This design comes from an exercise in tuning for a short achievable clock period, few clock cycles and low power on the open sky130 flow, not from production work.
Power and IR drop assume default switching activity.

==> flow/design.v <==
`default_nettype none
package armPkg;
    localparam int wordWidth = 32;
    localparam int regAddrWidth = 4;
    typedef logic [wordWidth-1:0] word_t;        
    typedef logic [regAddrWidth-1:0] regAddr_t;
    typedef logic [3:0] flags_t;                 
    typedef logic [3:0] cond_t;
    typedef logic [2:0] aluOp_t;
    typedef logic [1:0] immSrc_t;
    typedef enum logic [3:0] {
        FETCH,
        DECODE,
        MEMADR,
        MEMRD,
        MEMWB,
        MEMWR,
        EXECUTER,
        EXECUTEI,
        ALUWB,
        BRANCH
    } ctrlState_t;
    localparam regAddr_t pcReg = 4'd15;
    localparam word_t pcStep = 32'd4;
    localparam logic [1:0] opDataProc = 2'b00;
    localparam logic [1:0] opMemory = 2'b01;
    localparam logic [1:0] opBranch = 2'b10;
    localparam logic [3:0] cmdAnd = 4'b0000;
    localparam logic [3:0] cmdEor = 4'b0001;
    localparam logic [3:0] cmdSub = 4'b0010;
    localparam logic [3:0] cmdAdd = 4'b0100;
    localparam logic [3:0] cmdOrr = 4'b1100;
    localparam aluOp_t aluAdd = 3'd0;
    localparam aluOp_t aluSub = 3'd1;
    localparam aluOp_t aluAnd = 3'd2;
    localparam aluOp_t aluOrr = 3'd3;
    localparam aluOp_t aluEor = 3'd4;
    localparam immSrc_t immDp8 = 2'b00;      
    localparam immSrc_t immMem12 = 2'b01;    
    localparam immSrc_t immBranch = 2'b10;   
endpackage
`default_nettype wire
`timescale 1ns/1ps
`default_nettype none
module armCore (
    input logic clk,
    input logic reset,
    output logic [31:0] adr,
    output logic [31:0] writeData,
    input logic [31:0] readData,
    output logic memWrite
);
    logic [10:2] pcF;        
    logic [31:0] ir;         
    logic dValid;
    logic [10:2] dPc;        
    logic [31:0] opA, opB;
    logic [3:0] eRd;
    logic eLoadBit;
    logic exDp;              
    logic exMem;             
    logic exStore;           
    logic exAnd, exEor, exOrr, exAdd, exSub;     
    logic exFlagNZ, exFlagCV;                    
    logic flagN, flagZ, flagC, flagV;
    logic [31:0] regs [0:14];
    function automatic logic condTest(input logic [3:0] c, input logic n, input logic z,
                                      input logic cf, input logic v);
        case (c)
            4'b0000: condTest = z;
            4'b0001: condTest = ~z;
            4'b0010: condTest = cf;
            4'b0011: condTest = ~cf;
            4'b0100: condTest = n;
            4'b0101: condTest = ~n;
            4'b0110: condTest = v;
            4'b0111: condTest = ~v;
            4'b1000: condTest = cf & ~z;
            4'b1001: condTest = ~cf | z;
            4'b1010: condTest = (n == v);
            4'b1011: condTest = (n != v);
            4'b1100: condTest = ~z & (n == v);
            4'b1101: condTest = z | (n != v);
            4'b1110: condTest = 1'b1;
            default: condTest = 1'b0;
        endcase
    endfunction
    logic [31:0] aluResult;
    logic [32:0] sum;
    logic newN, newZ, newC, newV;
    logic zAdd, zSub, zEor, zAnd, zOrr;
    armAdd32 aluAdd (.a(opA), .b(opB), .cin(exSub), .s(sum));
    assign aluResult = ({32{exAnd}} & (opA & opB)) | ({32{exEor}} & (opA ^ opB))
                     | ({32{exOrr}} & (opA | opB)) | ({32{exAdd | exSub}} & sum[31:0]);
    assign zAdd = ((opA ^ opB) == {opA[30:0] | opB[30:0], 1'b0});
    assign zSub = &(opA ^ opB);
    assign zEor = ((opA ^ opB) == 32'd0);
    assign zAnd = ((opA & opB) == 32'd0);
    assign zOrr = ((opA | opB) == 32'd0);
    assign newZ = (exAnd & zAnd) | (exEor & zEor) | (exOrr & zOrr) | (exAdd & zAdd)
                | (exSub & zSub);
    assign newN = aluResult[31];
    assign newC = sum[32];
    assign newV = (opA[31] == opB[31]) & (sum[31] != opA[31]);
    logic xN, xZ, xC, xV;    
    assign xN = exFlagNZ ? newN : flagN;
    assign xZ = exFlagNZ ? newZ : flagZ;
    assign xC = exFlagCV ? newC : flagC;
    assign xV = exFlagCV ? newV : flagV;
    logic isLoad, regWrite, pcLoad, exWrite;
    logic [31:0] wbData;
    assign isLoad = exMem & eLoadBit;
    assign adr[31:11] = {opA[31:12], exMem & opA[11]};
    assign adr[10:2] = exMem ? opA[10:2] : pcF;
    assign adr[1:0] = opA[1:0];
    assign writeData = opB;
    assign memWrite = exStore;
    assign wbData = isLoad ? readData : aluResult;
    assign regWrite = exDp | isLoad;
    assign pcLoad = regWrite & (eRd == 4'd15);
    assign exWrite = exDp & (eRd != 4'd15);    
    always_ff @(posedge clk) begin
        if (regWrite && eRd != 4'd15)
            regs[eRd] <= wbData;
    end
    logic [3:0] dRn, dRm, dRd, dRb, dCmd;
    logic [1:0] dOp;
    logic dSub, dImm, dUseRn, dUseRb, dStall, dPass, dGo, dMiss;
    logic dDp, dMem;
    logic [11:2] dR15;
    logic [31:0] dA, dB, dBase, dRegB, dAdr;
    logic [511:0] regView;    
    assign dOp = ir[27:26];
    assign dRn = ir[19:16];
    assign dRd = ir[15:12];
    assign dRm = ir[3:0];
    assign dCmd = ir[24:21];
    assign dSub = (dOp == 2'b00) & (dCmd == 4'b0010);
    assign dRb = (dOp == 2'b01) ? dRd : dRm;
    assign dImm = (dOp == 2'b00) & ir[25];
    assign dUseRn = (dOp == 2'b00) | (dOp == 2'b01);
    assign dUseRb = ((dOp == 2'b00) & ~ir[25]) | ((dOp == 2'b01) & ~ir[20]);
    assign dR15 = {1'b0, dPc} + 10'd2;
    always_comb begin
        for (int r = 0; r < 15; r++)
            regView[32 * r +: 32] = regs[r];
        regView[511:480] = {20'd0, dR15, 2'b00};
    end
    armRead16 readA (.d(regView), .s(dRn), .q(dBase));
    armRead16 readB (.d(regView), .s(dRb), .q(dRegB));
    armAdrAdd adrAdd (.base(dBase), .off(ir[11:0]), .s(dAdr));
    assign dStall = dValid & (((dOp == 2'b01) & exWrite & (eRd == dRn))
                  | (isLoad & ((dUseRn & (eRd == dRn)) | (dUseRb & (eRd == dRb)))));
    assign dPass = condTest(ir[31:28], xN, xZ, xC, xV);
    assign dGo = dValid & ~dStall & ~pcLoad;
    assign dDp = dGo & dPass & (dOp == 2'b00);
    assign dMem = dGo & dPass & (dOp == 2'b01);
    assign dMiss = dValid & ~pcLoad & (dOp == 2'b10) & ~dPass;
    always_comb begin
        if (exWrite && eRd == dRn)
            dA = aluResult;
        else
            dA = dBase;
        if (dImm)
            dB = {24'd0, ir[7:0]};
        else if (exWrite && eRd == dRb)
            dB = aluResult;
        else
            dB = dRegB;
    end
    always_ff @(posedge clk) begin
        opA <= (dOp == 2'b01) ? dAdr : dA;
        opB <= dSub ? ~dB : dB;
        eRd <= dRd;
        eLoadBit <= ir[20];
        exAnd <= (dCmd == 4'b0000);
        exEor <= (dCmd == 4'b0001);
        exOrr <= (dCmd == 4'b1100);
        exSub <= (dCmd == 4'b0010);
        exAdd <= (dCmd != 4'b0000) & (dCmd != 4'b0001) & (dCmd != 4'b1100)
               & (dCmd != 4'b0010);
    end
    logic [10:2] fNext;
    assign fNext = (readData[27:26] == 2'b10) ? pcF + 9'd2 + readData[8:0] : pcF + 9'd1;
    always_ff @(posedge clk) begin
        ir <= readData;
        dPc <= pcF;
    end
    always_ff @(posedge clk or posedge reset) begin
        if (reset) begin
            pcF <= 9'd0;
            dValid <= 1'b0;
            exDp <= 1'b0;
            exFlagNZ <= 1'b0;
            exFlagCV <= 1'b0;
            exMem <= 1'b0;
            exStore <= 1'b0;
        end else begin
            if (pcLoad) begin
                pcF <= wbData[10:2];
                dValid <= 1'b0;
            end else if (dStall) begin
                pcF <= dPc;
                dValid <= 1'b0;
            end else if (dMiss) begin
                pcF <= dPc + 9'd1;
                dValid <= 1'b0;
            end else if (exMem) begin
                dValid <= 1'b0;
            end else begin
                pcF <= fNext;
                dValid <= 1'b1;
            end
            exDp <= dDp;
            exFlagNZ <= dDp & ir[20];
            exFlagCV <= dDp & ir[20] & ((dCmd == 4'b0100) | (dCmd == 4'b0010));
            exMem <= dMem;
            exStore <= dMem & ~ir[20];
        end
    end
    always_ff @(posedge clk or posedge reset) begin
        if (reset) begin
            flagN <= 1'b0;
            flagZ <= 1'b0;
            flagC <= 1'b0;
            flagV <= 1'b0;
        end else begin
            flagN <= xN;
            flagZ <= xZ;
            flagC <= xC;
            flagV <= xV;
        end
    end
endmodule
module armRead16 (
    input logic [511:0] d,
    input logic [3:0] s,
    output logic [31:0] q
);
    assign q = d[32 * s +: 32];
endmodule
module armAdrAdd (
    input logic [31:0] base,
    input logic [11:0] off,
    output logic [31:0] s
);
    logic c12;
    logic [31:12] ones, inc;
    armKs #(.N(12)) lo (.a(base[11:0]), .b(off), .cin(1'b0), .s(s[11:0]), .cout(c12));
    always_comb begin
        ones = base[31:12];
        for (int d = 1; d < 20; d = d * 2) begin
            for (int i = 31; i >= 12 + d; i--)
                ones[i] = ones[i] & ones[i - d];
        end
        inc = base[31:12] ^ {ones[30:12], 1'b1};
    end
    assign s[31:12] = c12 ? inc : base[31:12];
endmodule
module armAdd32 (
    input logic [31:0] a,
    input logic [31:0] b,
    input logic cin,
    output logic [32:0] s
);
    armKs #(.N(32)) add (.a(a), .b(b), .cin(cin), .s(s[31:0]), .cout(s[32]));
endmodule
module armKs #(
    parameter int N = 32
) (
    input logic [N-1:0] a,
    input logic [N-1:0] b,
    input logic cin,
    output logic [N-1:0] s,
    output logic cout
);
    localparam int L = $clog2(N);
    logic [N-1:0] p0;
    logic [N-1:0] g [0:L];
    logic [N-1:0] p [0:L];
    assign p0 = a ^ b;
    assign g[0] = (a & b) | {{(N - 1){1'b0}}, p0[0] & cin};
    assign p[0] = p0;
    for (genvar l = 0; l < L; l++) begin : level
        for (genvar i = 0; i < N; i++) begin : bit_
            if (i >= (1 << l)) begin : node
                armPg pg (.gh(g[l][i]), .ph(p[l][i]), .gl(g[l][i - (1 << l)]),
                          .pl(p[l][i - (1 << l)]), .g(g[l + 1][i]), .p(p[l + 1][i]));
            end else begin : pass
                assign g[l + 1][i] = g[l][i];
                assign p[l + 1][i] = p[l][i];
            end
        end
    end
    assign s = p0 ^ {g[L][N-2:0], cin};
    assign cout = g[L][N-1];
endmodule
module armPg (
    input logic gh,
    input logic ph,
    input logic gl,
    input logic pl,
    output logic g,
    output logic p
);
    assign g = gh | (ph & gl);
    assign p = ph & pl;
endmodule
`default_nettype wire
make LEC_CHECK=0 ABC_CLOCK_PERIOD_IN_PS=2500 CAP_MARGIN=20 CORE_MARGIN=2 CORE_UTILIZATION=40 CTS_BUF_LIST=sky130_fd_sc_hd__clkbuf_16 CTS_CLUSTER_DIAMETER=60 CTS_CLUSTER_SIZE=30 SETUP_SLACK_MARGIN=4.0 SLEW_MARGIN=20 SYNTH_HIERARCHICAL=1 SYNTH_MINIMUM_KEEP_SIZE=0 finish   # period 7.5 ns
run.sh (not shown) runs the stock make flow with config.mk's settings and CLKGATE_MAP_FILE= SYNTH_SCRIPT=/design/flow/synth_recipe.tcl, a recipe that flattens the netlist after the stock synthesis.
==> next run, changes <==
--- a/flow/design.v
+++ b/flow/design.v
@@ -180,14 +180,16 @@
         exAdd <= (dCmd != 4'b0000) & (dCmd != 4'b0001) & (dCmd != 4'b1100)
                & (dCmd != 4'b0010);
     end
     logic [10:2] fNext;
     assign fNext = (readData[27:26] == 2'b10) ? pcF + 9'd2 + readData[8:0] : pcF + 9'd1;
     always_ff @(posedge clk) begin
-        ir <= readData;
-        dPc <= pcF;
+        if (!dStall) begin
+            ir <= readData;
+            dPc <= pcF;
+        end
     end
     always_ff @(posedge clk or posedge reset) begin
         if (reset) begin
             pcF <= 9'd0;
             dValid <= 1'b0;
             exDp <= 1'b0;
@@ -197,14 +199,13 @@
             exStore <= 1'b0;
         end else begin
             if (pcLoad) begin
                 pcF <= wbData[10:2];
                 dValid <= 1'b0;
             end else if (dStall) begin
-                pcF <= dPc;
-                dValid <= 1'b0;
+                dValid <= 1'b1;
             end else if (dMiss) begin
                 pcF <= dPc + 9'd1;
                 dValid <= 1'b0;
             end else if (exMem) begin
                 dValid <= 1'b0;
             end else begin
Result: The changed run completed with no timing, DRC or antenna violations. Sequential power hardly moves. Wire length goes up by 0.90%. Cell count fell by 0.56%. Non-clock buffer count falls by 12. Setup slack got worse by 180 ps. Die area climbs by 1.2%. Area after synthesis rises by 1.3%. First-iteration DRC count rose by 0.43%. Power goes up by 1.4%. Clock-buffer cell count came out lower by 2.
No run of this note included a check of the RTL's function; only the layout flow was run.

## static timing again, ports no longer ideal
Ports are ideal in the flow. The routed layouts listed here were re-timed in OpenROAD.
Step 1 assumes that a clkbuf_16 drives the clock port and a buf_2 every other input.
Step 2 adds t to the input delays and takes it off the output delays; t is the mean of the earliest and latest rising clock arrival at the registers after step 1. Input paths then give back, and output paths get back, about the clock's delay inside the block.
Slacks: ideal ports / drivers / drivers and shift; pairs: ideal ports / drivers.
run | t, ns | setup WS [ns] | worst setup path after step 2 | worst register clock-pin slew, ns
the first run | 0.677 | 3.515 / 3.515 / 2.993 | input to register | 0.11 / 0.11
the second run | 0.677 | 3.332 / 3.332 / 2.919 | input to register | 0.11 / 0.11
After both steps setup and hold are still met in every run listed. The setup slack of the first run, which loses most, moves by 0.000 ns with the drivers and by -0.522 ns with both steps.
